This design comes from an exercise in tuning for small area, a short achievable clock period and few clock cycles per item on the open sky130 flow, not from production work. Function was checked by simulation only, so behaviour that the tests miss may differ from the original.

--- flow/design.v ---
package sigmoid_pkg;
  function automatic integer sig_one(input integer f);
    sig_one = 1 << f;
  endfunction
  function automatic integer sig_sat_pos(input integer f);
    sig_sat_pos = 4 << f;
  endfunction
  function automatic integer sig_sat_neg(input integer f);
    sig_sat_neg = -(4 << f);
  endfunction
  typedef struct packed {
    logic vld;
    logic mode;
    logic sat;
    logic sign;
  } sig_ctl_t;
endpackage
module sigmoid_lane #(
  parameter int W = 16,
  parameter int F = W / 2
) (
  input  logic         clk,
  input  logic         rst,
  input  logic         i_en,
  input  logic         i_vld,
  input  logic         i_mode,
  input  logic [W-1:0] i_x,
  output logic [W-1:0] o_y,
  output logic         o_sat
);
  localparam logic        [W-1:0]   ONE_W   = W'(sigmoid_pkg::sig_one(F));
  localparam logic        [2*W-1:0] ONE_2W  = (2*W)'(sigmoid_pkg::sig_one(F));
  localparam logic signed [W-1:0]   SAT_POS = W'(sigmoid_pkg::sig_sat_pos(F));
  localparam logic signed [W-1:0]   SAT_NEG = W'(sigmoid_pkg::sig_sat_neg(F));
  logic signed [W-1:0] w_xc;
  logic                w_sat;
  logic        [W-1:0] w_abs;
  logic        [W-1:0] w_t;
  logic      [2*W-1:0] w_sig;
  logic      [2*W-1:0] w_y;
  sigmoid_pkg::sig_ctl_t r_c1;
  sigmoid_pkg::sig_ctl_t r_c2;
  logic        [W-1:0] r_t;
  logic      [2*W-1:0] r_prod;
  localparam logic signed [W:0] SAT_POS_X = (W+1)'(sigmoid_pkg::sig_sat_pos(F));
  localparam logic signed [W:0] SAT_NEG_X = (W+1)'(sigmoid_pkg::sig_sat_neg(F));
  logic signed [W:0] w_x2;
  assign w_x2 = $signed({i_x, 1'b0});
  always_comb begin
    w_xc = $signed(i_x);
    if (i_mode) begin
      if (w_x2 > SAT_POS_X)      w_xc = SAT_POS;
      else if (w_x2 < SAT_NEG_X) w_xc = SAT_NEG;
      else                       w_xc = w_x2[W-1:0];
    end
  end
  assign w_sat = (w_xc >= SAT_POS) || (w_xc <= SAT_NEG);
  assign w_abs = w_xc[W-1] ? ($unsigned(~w_xc) + 1'b1) : $unsigned(w_xc);
  assign w_t   = ONE_W - (w_abs >> 2);
  always_comb begin
    if (r_c2.sat)       w_sig = r_c2.sign ? '0 : ONE_2W;
    else if (r_c2.sign) w_sig = r_prod >> (F + 1);
    else                w_sig = ONE_2W - (r_prod >> (F + 1));
    w_y = w_sig;
    if (r_c2.mode) w_y = (w_sig << 1) - ONE_2W;
  end
  always_ff @(posedge clk) begin
    if (rst) begin
      r_c1 <= '0;
    end else if (i_en) begin
      r_c1.vld  <= i_vld;
      r_c1.sat  <= w_sat;
      r_c1.sign <= w_xc[W-1];
      r_c1.mode <= i_mode;
    end
  end
  always_ff @(posedge clk) begin
    if (i_en && i_vld) r_t <= w_t;
  end
  always_ff @(posedge clk) begin
    if (rst)       r_c2 <= '0;
    else if (i_en) r_c2 <= r_c1;
  end
  always_ff @(posedge clk) begin
    if (i_en && r_c1.vld) r_prod <= (2*W)'(r_t) * (2*W)'(r_t);
  end
  always_ff @(posedge clk) begin
    if (rst) begin
      o_y   <= '0;
      o_sat <= 1'b0;
    end else if (i_en && r_c2.vld) begin
      o_y   <= W'(w_y);
      o_sat <= r_c2.sat;
    end
  end
endmodule
module sigmoid_pipe #(
  parameter int W     = 16,
  parameter int F     = W / 2,
  parameter int LANES = 4
) (
  input  logic               clk,
  input  logic               rst,
  input  logic               in_valid,
  output logic               in_ready,
  input  logic [LANES*W-1:0] in_data,
  input  logic               in_mode,
  output logic               out_valid,
  input  logic               out_ready,
  output logic [LANES*W-1:0] out_data,
  output logic [LANES-1:0]   out_sat
);
  logic       w_en;
  logic [2:0] r_vld;
  assign w_en      = !r_vld[2] || out_ready;
  assign in_ready  = w_en;
  assign out_valid = r_vld[2];
  always_ff @(posedge clk) begin
    if (rst)       r_vld <= '0;
    else if (w_en) r_vld <= {r_vld[1:0], in_valid};
  end
  for (genvar g = 0; g < LANES; g++) begin : g_lane
    sigmoid_lane #(
      .W (W),
      .F (F)
    ) u_lane (
      .clk    (clk),
      .rst    (rst),
      .i_en   (w_en),
      .i_vld  (in_valid),
      .i_mode (in_mode),
      .i_x    (in_data[g*W +: W]),
      .o_y    (out_data[g*W +: W]),
      .o_sat  (out_sat[g])
    );
  end
endmodule
--- flow/run.sh ---
#!/bin/bash
# synth_recipe.tcl (not shown) runs the flow's synth.tcl, then flattens the netlist and writes it again
# the make line also repeats each setting of config.mk as NAME=value (left out here)
make -C /OpenROAD-flow-scripts/flow DESIGN_CONFIG=/design/flow/config.mk WORK_HOME=/design/flow/orfs CLKGATE_MAP_FILE= SYNTH_SCRIPT=/design/flow/synth_recipe.tcl finish
--- flow/config.mk ---
export PLATFORM = sky130hd
export DESIGN_NAME = sigmoid_pipe
export DESIGN_NICKNAME = sigmoid_pipe
export VERILOG_FILES = /design/flow/design.v
export SDC_FILE = /design/flow/constraint.sdc
export NUM_CORES = 4
export LEC_CHECK = 0
export CAP_MARGIN = 20
export CORE_MARGIN = 2
export CORE_UTILIZATION = 40
export SLEW_MARGIN = 20
--- flow/constraint.sdc ---
create_clock -name core_clock -period 7.0 [get_ports {clk}]
set_input_delay 1.4000 -clock core_clock [delete_from_list [all_inputs] [get_ports {clk}]]
set_output_delay 1.4000 -clock core_clock [all_outputs]
set_load 0.01 [all_outputs]
==> impl_results.md <==
- MaxCap Viol Count: 0
- Measured slew at the worst slew-check pin: 1030 ps
- Unrepaired setup endpoints after global routing: no
- Commonest non-fill, non-tap cell in the layout: inv_1
- Avg Cell Area, Syn: 8.74 um^2
- Final non-filler cell total: 5611
- Dpl ws: 243 ps
- Adder-cell share of the synthesized area: 41.9%
- Clock buffer depth: 3
- Critical Path AT: 6980 ps
- Area Growth Syn to Fin: 9.68%
- R2r worst-path depth: 23
- Final Setup Violations: 0
- Tightest hold margin: 437 ps
- Detailed Place HPWL: 75400 um
- Commonest non-fill, non-tap cells in the layout: inv_1 (940), fa_1 (589), nand2_1 (391)
- Critical path class: reg -> reg
- Worst hold start: g_lane[0].u_lane.r_c1[2]
- Inst Count DP: 5541
- Tmin final: 6670 ps
- Layout cells sized above 1: 4.20%
- Vias: 27600
- Max Fanout on Critical Path: 12
- CTS root buf: clkbuf_16
- Clock Skews: 20.7 ps
- Distinct cells, synth: 93
- Initial antenna violation count: 2
- Final hold violations: 0
- Setup ws final: 331 ps
- Syn. warnings: 2
- Vias in the first global route: 27700
- Final Cell Area: 41000 um^2
- H-tree depth: 1
- CP startpoint kind: flop
- Sequential area share after synthesis: 14.7%
- Post-synthesis register bit count: 213
- Layout Nets: 5301
- Final setup TNS: 0 ps
- GR Overflow Total: 0
- Drt wl/cell: 16.2 um
- GRT Total Usage: 19.4%
- GP Congestion: 0.861
- Simple-gate area share of the yosys netlist: 15.3%
- Worst endpoint required time: 7310 ps
- Final ANT Viol Nets: 0
- Final Util: 44.1%
- Max Slew Vio Count: 0
- Status: timing/DRC/antenna clean
- Starting density of the core: 40.2%
- Clock sink count: 213
- Vias per std cell: 4.93
- Crit. End Element: flop
- Tcrit/Tclk final: 95.3%
- Largest family of logic cells by synthesized area: adder cells
- Post-Syn Instances: 4276
- Inserted Clock Buffers: 27
- Hold Path Depth: 2
- Hold Path Class: reg -> reg
- Area after DPL: 40000 um^2
- Final wirelength: 90700 um
- First-pass GRT wire length: 149000 um
- Clock latency on the worst-skew pair: 590 ps
- Worst Setup SP: g_lane[3].u_lane.r_t[10]
- Synth Area in Compound Gates: 9.98%
- Synth async-reset ratio: 0%
- CTS tree: yes
- Cell Area, Synth: 37400 um^2
- I/O Buffers: 138
- Clock transition at the registers of the reported paths: 70 ps
- Core Footprint: 92900 um^2
- RR Startpoint: g_lane[3].u_lane.r_t[10]
- Largest net degree at the start of global routing: 83
- Site Rows: 112
- F_max: 150 MHz
- Drt pass-1 iters: 5
- Syn_nets: 5244
- DRC: 0
- Die area: 95900 um^2
- XOR/XNOR Fraction of Synth Area: 5.69%
- Die X: 310 um
- Relative slew slack: 31.2%
- DRT iter0 DRCs: 1744
- Top Ports: 139
- Ys flop type: edfxtp_1
- EDFF count, synth: 124
- Die height: 310 um
- Mux cell area share after synthesis: 0.924%
worst max-delay path, stage by stage, from the launching register on:
cell	delay, ps
edfxtp_1	660
inv_1	240
nor2_1	220
ha_1	290
xor2_1	200
fa_1	560
inv_1	60
fa_1	410
fa_1	490
fa_1	540
inv_1	50
fa_1	470
inv_1	40
ha_1	320
a21o_1	190
a21oi_1	170
inv_1	70
o211ai_1	360
a311oi_1	230
o21a_1	250
o21a_1	200
o21a_1	190
nor2_1	120
xnor2_1	80
kinds of logic after synthesis:
group,Yosys count
xor+xnor,243
fa+ha+maj,900
buf+inv,1127
simple gates,1205
compound gates,560
flops,213
mux,28
repair_timing:
action,in CTS,in global routing
setup endpoints to repair,0,5
hold endpoints to repair,0,0
buffers inserted,0,17
hold buffers,0,0
gates resized for setup,0,3
cell type report:
cell class              count  area (um^2)
fillers                  9119        51900
clock buffers              35          716
inverters                 944         3540
diodes                      3         7.51
well taps                1254         1570
flip-flops and latches    213         5510
repair buffers            211         1920
multi-input cells        2936        27600
clock inverters            15          123
synth_stat cells, types with 8 or more instances:
cell,n,area [um^2]
nor2b_1,29,181
o211ai_1,22,165
buf_1,20,75.1
nor3_1,110,551
and2_1,157,982
inv_1,942,3540
nand4_1,15,93.8
a21oi_1,174,871
nand2b_1,20,125
o32ai_1,8,70.1
nand3_1,34,170
nor3b_1,10,75.1
o21ai_0,87,435
o22ai_1,11,68.8
a31oi_1,26,163
xnor2_1,165,1450
edfxtp_1,124,3720
o21bai_1,8,60.1
mux2i_1,21,210
nor2_1,308,1160
or3_1,41,257
and3_1,19,119
ha_1,310,3880
nand2_1,392,1470
xor2_1,78,683
o31ai_1,16,120
o21a_1,29,218
fa_1,589,11800
buf_2,12,60.1
or4_1,12,90.1
clkbuf_1,143,537
nor4_1,21,131
or2_2,18,113
a21o_1,27,203
a22oi_1,11,82.6
a211oi_1,39,293
dfxtp_1,89,1780
a311oi_1,12,105
metal layers:
metal	vias to the layer above	part of all wire (%)	track usage [%]
li1	13600	-	-
met1	13400	51	29.8
met2	579	42	29.1
met3	70	5.7	3.27
met4	2	1.3	2.57
met5	-	0.0099	0
final timing paths:
kind	endpoint	slack (ps)
worst max-delay path	g_lane[3].u_lane.r_prod[24]	330
worst min-delay path	g_lane[0].u_lane.r_c2[2]	440
worst max register to register	g_lane[3].u_lane.r_prod[24]	330
worst min register to register	g_lane[0].u_lane.r_c2[2]	440
registers in the layout (all words and copies together) (netlist names):
register / count
g_lane.u_lane.r_c2: 9
g_lane.u_lane.o_y: 64
g_lane.u_lane.o_sat: 4
g_lane.u_lane.r_prod: 64
g_lane.u_lane.r_c1: 9
r_vld: 3
g_lane.u_lane.r_t: 60
Testbench counts, summed over its fixed seeds: cycles 8,024, items 8,000.

what the ideal ports hide:
In the flow no input, the clock included, has a driving cell. The finished layout below was timed again as built, in two steps. Step 1 (the two cells are an assumption about what drives the block):
set clk [get_ports {clk}]
set_driving_cell -lib_cell sky130_fd_sc_hd__clkbuf_16 $clk
set_driving_cell -lib_cell sky130_fd_sc_hd__buf_2 [delete_from_list [all_inputs] $clk]
Step 2 also shifts input and output timing later by t, the mid clock arrival at the registers, as if the neighbouring blocks saw the same clock. Slacks: no drivers / after step 1 / after step 2; pairs: no drivers / after step 1.
t, ns: 0.647
setup slack, ns: 0.331 / 0.331 / 0.331
worst setup path at the end: register to register
latest minus earliest clock arrival (ns): 0.021 / 0.021
worst data-port slew with drivers (ns): 0.16
After both steps this run still meets setup and hold. For this run, drivers alone change the setup slack by 0.000 ns; drivers and shift together by 0.000 ns.
